What follows belongs to an exercise in optimizing a design on an open flow for small area, a short achievable clock period and few clock cycles per item; a production flow would make more cautious choices.
At most, simulation tests tie the RTL to the original design; equivalence was not proved.
Power is estimated from default activity; no workload was simulated.

// touch_pad_baseline_and_detect_unit
module touch_pad_baseline_and_detect_unit #(
	parameter int CAL_SAMPLES   = 10,
	parameter int TRIM_EACH_END = 2,
	parameter int COUNT_WIDTH   = 16
) (
	input  logic                           clk,
	input  logic                           arst_n,
	input  logic                           in_valid,
	output logic                           in_stall,
	input  logic                           action,
	input  logic [15:0]                    charge_count,
	output logic                           out_valid,
	input  logic                           out_stall,
	output logic                           result_kind,
	output logic                           pressed,
	output logic [15:0]                    baseline_value,
	output logic                           cal_error,
	input  logic                           psel,
	input  logic                           penable,
	input  logic                           pwrite,
	input  logic [tpbd_pkg::PADDR_W-1:0]   paddr,
	input  logic [tpbd_pkg::PDATA_W-1:0]   pwdata,
	output logic [tpbd_pkg::PDATA_W-1:0]   prdata,
	output logic                           pready
);
Size: ~1400 cells after synthesis, about 12000 µm² of cells after synthesis.
Settings: LEC_CHECK=0, ABC_AREA=1, CAP_MARGIN=20, CORE_MARGIN=2, CORE_UTILIZATION=40, CTS_CLUSTER_DIAMETER=100, CTS_CLUSTER_SIZE=24, SLEW_MARGIN=20; clock period 8.0 ns.
standard.sh (not shown) runs the stock make flow with config.mk's settings and CLKGATE_MAP_FILE= SYNTH_SCRIPT=/design/flow/synth_recipe.tcl, a recipe that flattens the netlist after the stock synthesis.
==> flow/flow/run.sh <==
#!/bin/bash
# The standard layout with the standard synthesis unchanged. Two changes
# to how the layout is made: every port still gets a buffer, but a plain
# buf_2 rather than the delay cell the resizer picks by default; and the
# setup repair aims a little further below the clock period.
set -euo pipefail
bash standard.sh 'BUFFER_PORTS_ARGS=-buffer_cell sky130_fd_sc_hd__buf_2' SETUP_SLACK_MARGIN=5.3 finish > make_finish.log 2>&1
Next try:
--- a/flow/flow/run.sh
+++ b/flow/flow/run.sh
@@ -5,3 +5,3 @@
 # setup repair aims a little further below the clock period.
 set -euo pipefail
-bash standard.sh 'BUFFER_PORTS_ARGS=-buffer_cell sky130_fd_sc_hd__buf_2' SETUP_SLACK_MARGIN=5.3 finish > make_finish.log 2>&1
+bash standard.sh 'BUFFER_PORTS_ARGS=-buffer_cell sky130_fd_sc_hd__buf_2' SETUP_SLACK_MARGIN=5.2 finish > make_finish.log 2>&1
Effect: Combinational power came out lower by about 7%. Routed wire length came out lower by 3.2%. Total power came out lower by 2.7%. Core utilization came out lower by 0.85 points. Area after synthesis stays the same. Register-to-register slack loses 0.09 ns. Die area is unchanged. Sequential power is about the same. Via count came out lower by 1.5%. Hold slack stays flat. Global-route usage came out lower by 0.36 points.
Next try:
--- a/flow/flow/run.sh
+++ b/flow/flow/run.sh
@@ -5,3 +5,3 @@
 # setup repair aims a little further below the clock period.
 set -euo pipefail
-bash standard.sh 'BUFFER_PORTS_ARGS=-buffer_cell sky130_fd_sc_hd__buf_2' SETUP_SLACK_MARGIN=5.2 finish > make_finish.log 2>&1
+bash standard.sh 'BUFFER_PORTS_ARGS=-buffer_cell sky130_fd_sc_hd__buf_2' SETUP_SLACK_MARGIN=5.45 finish > make_finish.log 2>&1
Outcome: Cell area rises by a few percent; core utilization rises by 1.8 points; area after synthesis stays the same; global-route usage rises by 0.19 points; sequential cell count stays the same; worst hold slack loses 0.020 ns; wire length rises by a few percent; fmax rises slightly; non-clock buffer count rises by 26; via count rises slightly; cell count rises slightly.
Next try:
--- a/flow/flow/run.sh
+++ b/flow/flow/run.sh
@@ -5,3 +5,3 @@
 # setup repair aims a little further below the clock period.
 set -euo pipefail
-bash standard.sh 'BUFFER_PORTS_ARGS=-buffer_cell sky130_fd_sc_hd__buf_2' SETUP_SLACK_MARGIN=5.45 finish > make_finish.log 2>&1
+bash standard.sh 'BUFFER_PORTS_ARGS=-buffer_cell sky130_fd_sc_hd__buf_2' SETUP_SLACK_MARGIN=5.3 finish > make_finish.log 2>&1
Settings changed: ABC_AREA 1 to 0.
=>
- cell area rose by 10%
- maximum frequency decreases by 10%
- via count barely changes
Function was not checked in any run of this note: the RTL went through the layout flow alone.

## north
touch_pad_baseline_and_detect_unit, a different RTL version from the one above (not shown whole).
Size: about 1400 cells after synthesis, ~230 flip-flops, roughly 110 I/O pins, ~12000 um^2 of cells after synthesis.
## touch_pad_baseline_and_detect_unit
module touch_pad_baseline_and_detect_unit #(
	parameter int CAL_SAMPLES   = 10,
	parameter int TRIM_EACH_END = 2,
	parameter int COUNT_WIDTH   = 16
) (
	input  logic                           clk,
	input  logic                           arst_n,
	input  logic                           in_valid,
	output logic                           in_stall,
	input  logic                           action,
	input  logic [15:0]                    charge_count,
	output logic                           out_valid,
	input  logic                           out_stall,
	output logic                           result_kind,
	output logic                           pressed,
	output logic [15:0]                    baseline_value,
	output logic                           cal_error,
	input  logic                           psel,
	input  logic                           penable,
	input  logic                           pwrite,
	input  logic [tpbd_pkg::PADDR_W-1:0]   paddr,
	input  logic [tpbd_pkg::PDATA_W-1:0]   pwdata,
	output logic [tpbd_pkg::PDATA_W-1:0]   prdata,
	output logic                           pready
);
	localparam int SUM_W = 19;
	function automatic logic [9:0] div3_8(input logic [1:0] r_in, input logic [7:0] b);
		logic [1:0] r;
		logic [7:0] q;
		r = r_in;
		for (int i = 7; i >= 0; i--) begin
			q[i] = r[1] | (r[0] & b[i]);
			r    = b[i] ? {r[1], ~(r[1] | r[0])} : {r[0], r[1]};
		end
		div3_8 = {r, q};
	endfunction
	logic        rep_q;
	logic [15:0] gate_q;
	logic [15:0] maxc_q;
	logic [15:0] rd_q;
	logic        cfg_wr;
	assign pready = 1'b1;
	assign cfg_wr = psel && penable && pwrite;
	always_ff @(posedge clk or negedge arst_n) begin
		if (!arst_n) begin
			rep_q  <= RST_REPEAT_MODE;
			gate_q <= RST_GATE_THRESHOLD;
			maxc_q <= RST_MAX_COUNT;
		end else if (cfg_wr) begin
			unique case (paddr[3:2])
				REG_REPEAT_MODE:    rep_q  <= pwdata[0];
				REG_GATE_THRESHOLD: gate_q <= pwdata[15:0];
				REG_MAX_COUNT:      maxc_q <= pwdata[15:0];
  ...
==> flow/config.mk <==
export PLATFORM = sky130hd
export DESIGN_NAME = touch_pad_baseline_and_detect_unit
export DESIGN_NICKNAME = touch_pad_baseline_and_detect_unit
export VERILOG_FILES = /design/flow/design.v
export SDC_FILE = /design/flow/constraint.sdc
export NUM_CORES = 4
export LEC_CHECK = 0
export ABC_AREA = 1
export CAP_MARGIN = 20
export CORE_MARGIN = 2
export CORE_UTILIZATION = 40
export CTS_CLUSTER_DIAMETER = 120
export CTS_CLUSTER_SIZE = 30
export SLEW_MARGIN = 20
==> flow/constraint.sdc <==
create_clock -name core_clock -period 8.0 [get_ports {clk}]
set_input_delay 1.6000 -clock core_clock [delete_from_list [all_inputs] [get_ports {clk}]]
set_output_delay 1.6000 -clock core_clock [all_outputs]
set_load 0.01 [all_outputs]
==> flow/flow/run.sh <==
#!/bin/bash
# The standard layout with the standard synthesis unchanged. Two changes
# to how the layout is made: every port still gets a buffer, but a plain
# buf_2 rather than the delay cell the resizer picks by default; and the
# setup repair aims a little further below the clock period.
set -euo pipefail
bash standard.sh 'BUFFER_PORTS_ARGS=-buffer_cell sky130_fd_sc_hd__buf_2' SETUP_SLACK_MARGIN=5.3 finish > make_finish.log 2>&1
north completed every stage of the flow, and the final layout passed the timing, DRC and antenna checks.
Testbench counts of north, summed over its fixed seeds: cycles 5,272, results 1,600.
The following lists how south was set up differently from north:
- an added GPL_ROUTABILITY_DRIVEN of 0
- a change of CTS_CLUSTER_SIZE from 30 to 24
- a change of CTS_CLUSTER_DIAMETER from 120 to 100
- a change of CORE_UTILIZATION from 40 to 50
Results
Number of global-route vias before repair, south and north, higher one = north. south vs. north: wire length went down by about 1%. Cell count ends up lower on south. Diff north -> south: setup slack on the worst flop-to-flop path lower; sequential cell area share rose 0.23 points. Comparing south with north, the required time of the critical path came out essentially unchanged. The non-clock buffer count of south is lower than that of north. Looking at setup slack of the critical path after layout across both flows, south is the weaker of the two, with north ahead. Summary of south over north: area growth from synthesis to layout shrank by 0.62 points, sum of met2 wire segment lengths after detailed routing moved up, setup slack after placement fell by 0.084 ns.
Changes in east relative to south:
- CORE_UTILIZATION: 50 -> 40
- GPL_ROUTABILITY_DRIVEN: 0 -> unset
==> flow/flow/run.sh <==
#!/bin/bash
# The standard layout with the standard synthesis unchanged. Changes to
# how the layout is made: every port still gets a buffer, but plain buf_1
# (inputs) and buf_2 (outputs) rather than the delay cell the resizer picks by
# default (flow/ports.tcl, run just before global placement in place of the
# standard port buffering); and the setup repair aims a little further below
# the clock period.
set -euo pipefail
bash standard.sh DONT_BUFFER_PORTS=1 "PRE_GLOBAL_PLACE_TCL=$PWD/flow/ports.tcl" SETUP_SLACK_MARGIN=5.3 finish > make_finish.log 2>&1
==> flow/flow/ports.tcl (new file) <==
# Port buffers: every input and output port gets one buffer, as in the
# standard flow; inputs get buf_1 (they have timing to spare), outputs buf_2.
buffer_ports -inputs -buffer_cell sky130_fd_sc_hd__buf_1
buffer_ports -outputs -buffer_cell sky130_fd_sc_hd__buf_2
## What came out
- Compared with south, in east share of the clock period used by the worst path after layout dropped 0.70 points; number of clock buffers in the layout climbed 1; post-place setup slack climbed 0.13 ns.
- Number of global-route vias before repair: east vs south down 1.6%
- south → east: number of nets in the finished design -80, met2 capacity usage during global routing -8.7 points, clock share of power -0.2 points.

touch_pad_baseline_and_detect_unit, a different RTL version from the one above (not shown whole).
For scale: ~1400 cells after synthesis, about 230 flip-flops, ~110 I/O pins, roughly 0.012 mm^2 of cells after synthesis.
Settings: LEC_CHECK=0, ABC_AREA=1, CAP_MARGIN=20, CORE_MARGIN=2, CORE_UTILIZATION=40, SETUP_SLACK_MARGIN=5, SLEW_MARGIN=20; clock period 8.0 ns.
run.sh (not shown) runs the stock make flow with config.mk's settings and CLKGATE_MAP_FILE= SYNTH_SCRIPT=/design/flow/synth_recipe.tcl, a recipe that flattens the netlist after the stock synthesis.
Stock flow here: none of the scripts above is used.
The starting point passed the timing, DRC and antenna checks.
Testbench counts at the start, summed over its fixed seeds: cycles 5,272, results 1,600.
Then changed:
==> flow/flow/run.sh (new file) <==
#!/bin/bash
# The standard layout (standard synthesis unchanged); every port still
# gets a buffer, but a plain buf_2 rather than the delay cell the resizer
# picks by default.
set -euo pipefail
bash standard.sh 'BUFFER_PORTS_ARGS=-buffer_cell sky130_fd_sc_hd__buf_2' finish > make_finish.log 2>&1
==> flow/standard.sh (new file) <==
#!/bin/bash
# synth_recipe.tcl (not shown) runs the flow's synth.tcl, then flattens the netlist and writes it again
# the make line also repeats each setting of config.mk as NAME=value (left out here)
make -C /OpenROAD-flow-scripts/flow DESIGN_CONFIG=/design/flow/config.mk WORK_HOME=/design/flow/orfs CLKGATE_MAP_FILE= SYNTH_SCRIPT=/design/flow/synth_recipe.tcl "${@:-finish}"
--- a/flow/config.mk
+++ b/flow/config.mk
@@ -10,4 +10,6 @@
 export CORE_MARGIN = 2
 export CORE_UTILIZATION = 40
+export CTS_CLUSTER_DIAMETER = 100
+export CTS_CLUSTER_SIZE = 24
 export SETUP_SLACK_MARGIN = 5
 export SLEW_MARGIN = 20
removed: flow/run.sh
Wire length goes down by 3.2%.
Clock-buffer cell count goes down by 22.
Worst setup slack loses 0.014 ns.
Combinational power goes down by about 5%.
Then changed:
==> flow/run.sh (new file) <==
#!/bin/bash
# synth_recipe.tcl (not shown) runs the flow's synth.tcl, then flattens the netlist and writes it again
# the make line also repeats each setting of config.mk as NAME=value (left out here)
make -C /OpenROAD-flow-scripts/flow DESIGN_CONFIG=/design/flow/config.mk WORK_HOME=/design/flow/orfs CLKGATE_MAP_FILE= SYNTH_SCRIPT=/design/flow/synth_recipe.tcl finish
removed: flow/flow/run.sh
removed: flow/standard.sh
What happened:
- combinational power is higher by about 5%
- count of clock-buffer cells in the layout rose by 1
- final area is higher by 3.6%
Then changed:
==> flow/flow/run.sh (new file) <==
#!/bin/bash
set -euo pipefail
MARGIN=${MARGIN:-5.6}
bash standard.sh SETUP_SLACK_MARGIN=$MARGIN finish > make_finish.log 2>&1
==> flow/standard.sh (new file) <==
#!/bin/bash
# synth_recipe.tcl (not shown) runs the flow's synth.tcl, then flattens the netlist and writes it again
# the make line also repeats each setting of config.mk as NAME=value (left out here)
make -C /OpenROAD-flow-scripts/flow DESIGN_CONFIG=/design/flow/config.mk WORK_HOME=/design/flow/orfs CLKGATE_MAP_FILE= SYNTH_SCRIPT=/design/flow/synth_recipe.tcl "${@:-finish}"
--- a/flow/config.mk
+++ b/flow/config.mk
@@ -10,6 +10,3 @@
 export CORE_MARGIN = 2
 export CORE_UTILIZATION = 40
-export CTS_CLUSTER_DIAMETER = 100
-export CTS_CLUSTER_SIZE = 24
-export SETUP_SLACK_MARGIN = 5
 export SLEW_MARGIN = 20
removed: flow/run.sh
Fmax came out higher by 6.6%.
Via count came out higher by 6.5%.
Power came out higher by 29%.
Final cell count came out higher by 4.8%.
Routed wire length came out higher by about 13%.
Area after synthesis is unchanged.
Cell area came out higher by about 12%.
Clock-buffer cell count came out higher by 19.
Non-clock buffer count came out higher by 57.
Die area does not change.
Then changed:
==> flow/flow/run.sh (replaced) <==
#!/bin/bash
# The standard layout (standard synthesis unchanged); every port still
# gets a buffer, but a plain buf_2 rather than the delay cell the resizer
# picks by default.
set -euo pipefail
bash standard.sh 'BUFFER_PORTS_ARGS=-buffer_cell sky130_fd_sc_hd__buf_2' finish > make_finish.log 2>&1
--- a/flow/config.mk
+++ b/flow/config.mk
@@ -10,3 +10,5 @@
 export CORE_MARGIN = 2
 export CORE_UTILIZATION = 40
+export CTS_BUF_LIST = sky130_fd_sc_hd__clkbuf_4 sky130_fd_sc_hd__clkbuf_8
+export SETUP_SLACK_MARGIN = 5
 export SLEW_MARGIN = 20
Result:
- The changed run completed without violations
- cell area shrinks by roughly a tenth
- core utilization shrinks by 5.8 points
- register-to-register slack degrades by 0.30 ns
- routed wire length shrinks by roughly a tenth
- fmax shrinks by a few percent
- via count shrinks by a few percent

lane 1:
touch_pad_baseline_and_detect_unit, a different RTL version from the one above (not shown whole).
Size in the first run: roughly 1500 cells after synthesis, roughly 230 flip-flops, about 12000 µm² of cells after synthesis.
Design touch_pad_baseline_and_detect_unit, start of the top module:
module touch_pad_baseline_and_detect_unit #(
	parameter int CAL_SAMPLES   = 10,
	parameter int TRIM_EACH_END = 2,
	parameter int COUNT_WIDTH   = 16
) (
	input  logic                           clk,
	input  logic                           arst_n,
	input  logic                           in_valid,
	output logic                           in_stall,
	input  logic                           action,
	input  logic [15:0]                    charge_count,
	output logic                           out_valid,
	input  logic                           out_stall,
	output logic                           result_kind,
	output logic                           pressed,
	output logic [15:0]                    baseline_value,
	output logic                           cal_error,
	input  logic                           psel,
	input  logic                           penable,
	input  logic                           pwrite,
	input  logic [tpbd_pkg::PADDR_W-1:0]   paddr,
	input  logic [tpbd_pkg::PDATA_W-1:0]   pwdata,
	output logic [tpbd_pkg::PDATA_W-1:0]   prdata,
	output logic                           pready
);
	localparam int SUM_W = 19;
	function automatic logic [9:0] div3_8(input logic [1:0] r_in, input logic [7:0] b);
		logic [1:0] r;
		logic [7:0] q;
		r = r_in;
		for (int i = 7; i >= 0; i--) begin
			q[i] = r[1] | (r[0] & b[i]);
			r    = b[i] ? {r[1], ~(r[1] | r[0])} : {r[0], r[1]};
		end
		div3_8 = {r, q};
	endfunction
	logic        rep_q;
	logic [15:0] gate_q;
	logic [15:0] maxc_q;
	logic [15:0] rd_q;
	logic [2:0]  we_q;
	logic        cfg_acc;
	assign pready  = 1'b1;
	assign cfg_acc = psel && penable;
	always_ff @(posedge clk) begin
		we_q[0] <= psel && !penable && pwrite && (paddr[3:2] == REG_REPEAT_MODE);
		we_q[1] <= psel && !penable && pwrite && (paddr[3:2] == REG_GATE_THRESHOLD);
		we_q[2] <= psel && !penable && pwrite && (paddr[3:2] == REG_MAX_COUNT);
	end
	always_ff @(posedge clk or negedge arst_n) begin
		if (!arst_n) begin
			rep_q  <= RST_REPEAT_MODE;
			gate_q <= RST_GATE_THRESHOLD;
			maxc_q <= RST_MAX_COUNT;
		end else begin
			if (cfg_acc && we_q[0]) begin
				rep_q <= pwdata[0];
			end
			if (cfg_acc && we_q[1]) begin
				gate_q <= pwdata[15:0];
			end
			if (cfg_acc && we_q[2]) begin
				maxc_q <= pwdata[15:0];
			end
		end
	end
	always_ff @(posedge clk) begin
		unique case (paddr[3:2])
			REG_REPEAT_MODE:    rd_q <= {15'd0, rep_q};
  ...
clock: 8.0 ns
lec_check: 0
abc_area: 1
cap_margin: 20
core_margin: 2
core_utilization: 40
cts_cluster_diameter: 100
cts_cluster_size: 24
slew_margin: 20
standard.sh (not shown) runs the stock make flow with config.mk's settings and CLKGATE_MAP_FILE= SYNTH_SCRIPT=/design/flow/synth_recipe.tcl, a recipe that flattens the netlist after the stock synthesis.
==> flow/flow/run.sh <==
#!/bin/bash
# The standard layout with the standard synthesis unchanged. Two changes
# to how the layout is made: every port still gets a buffer, but a plain
# buf_2 rather than the delay cell the resizer picks by default; and the
# setup repair aims a little further below the clock period.
set -euo pipefail
bash standard.sh 'BUFFER_PORTS_ARGS=-buffer_cell sky130_fd_sc_hd__buf_2' SETUP_SLACK_MARGIN=5.3 finish > make_finish.log 2>&1
Lane 1: all stages complete, timing, DRC and antenna checks passed
Testbench counts of lane 1, summed over its fixed seeds: cycles 5,272, results 1,600.
Input-level comparison between lane 2 and lane 1:
==> flow/run.sh (new file) <==
#!/bin/bash
# synth_recipe.tcl (not shown) runs the flow's synth.tcl, then flattens the netlist and writes it again
# the make line also repeats each setting of config.mk as NAME=value (left out here)
make -C /OpenROAD-flow-scripts/flow DESIGN_CONFIG=/design/flow/config.mk WORK_HOME=/design/flow/orfs CLKGATE_MAP_FILE= SYNTH_SCRIPT=/design/flow/synth_recipe.tcl finish
diff --git a/flow/config.mk b/flow/config.mk
--- a/flow/config.mk
+++ b/flow/config.mk
@@ -13,0 +14 @@
+export SETUP_SLACK_MARGIN = 5
removed: flow/flow/run.sh
removed: flow/standard.sh
For the sequential share of power, lane 2 came in 0.3 points higher than lane 1 did.
Diff lane 1 -> lane 2 | number of buffers other than clock buffers in the final layout | decrease of 5
Summary: detailed placement HPWL, lane 2 better than lane 1
Fraction of area in multi-input gates for lane 2: 1.2 points down relative to lane 1
Going from lane 1 to lane 2, footprint of the multi-input gates has decreased; via count has decreased; highest cell delay on the worst timing path has increased; global-route wire length before repair has increased.

[what the ideal ports hide]
Ports are ideal in the flow. The routed layouts listed here were re-timed in OpenROAD.
Step 1, drivers: a clkbuf_16 drives clk and a buf_2 each remaining input, both assumed.
Step 2, shift: input delay + t, output delay - t, t = (earliest + latest rising clock arrival at the registers) / 2. This alone moves slack from input paths to output paths.
Slacks: ideal ports / drivers / drivers and shift; pairs: ideal ports / drivers.
run	t (ns)	setup slack, ns	hold WS [ns]	slew violations	capacitance violations
the first run of note 1	0.536	5.313 / 5.263 / 5.037	0.377 / 0.377 / 0.377	0 / 0	0 / 0
the second run of note 1	0.536	5.229 / 5.179 / 5.004	0.377 / 0.377 / 0.377	0 / 0	0 / 0
the third run of note 1	0.530	5.266 / 5.219 / 5.162	0.357 / 0.357 / 0.357	0 / 0	0 / 0
the fourth run of note 1	0.534	4.946 / 4.946 / 4.946	0.404 / 0.404 / 0.404	0 / 0	0 / 0
north	0.512	5.329 / 5.284 / 4.939	0.365 / 0.365 / 0.365	0 / 0	0 / 0
south	0.537	5.322 / 5.273 / 4.899	0.357 / 0.357 / 0.357	0 / 0	0 / 0
east	0.522	5.378 / 5.330 / 4.864	0.372 / 0.372 / 0.372	0 / 73	0 / 1
the first run of note 3	0.566	5.039 / 4.987 / 4.689	0.351 / 0.351 / 0.351	0 / 0	0 / 0
the second run of note 3	0.522	5.025 / 5.025 / 5.025	0.358 / 0.358 / 0.358	0 / 0	0 / 0
the third run of note 3	0.526	5.056 / 5.008 / 4.692	0.355 / 0.355 / 0.355	0 / 0	0 / 0
the fourth run of note 3	0.574	5.239 / 5.192 / 5.115	0.347 / 0.347 / 0.347	0 / 0	0 / 0
the fifth run of note 3	0.574	5.039 / 5.039 / 5.039	0.369 / 0.369 / 0.369	0 / 0	0 / 0
lane 1	0.514	5.309 / 5.263 / 5.220	0.367 / 0.367 / 0.367	0 / 0	0 / 0
lane 2	0.518	5.061 / 5.016 / 4.692	0.361 / 0.361 / 0.361	0 / 0	0 / 0
After both steps every run listed still meets setup and hold. With drivers on, slew violations rise in east. The drivers bring new capacitance violations in east. The setup slack of east, which loses most, moves by -0.048 ns with the drivers and by -0.514 ns with both steps.
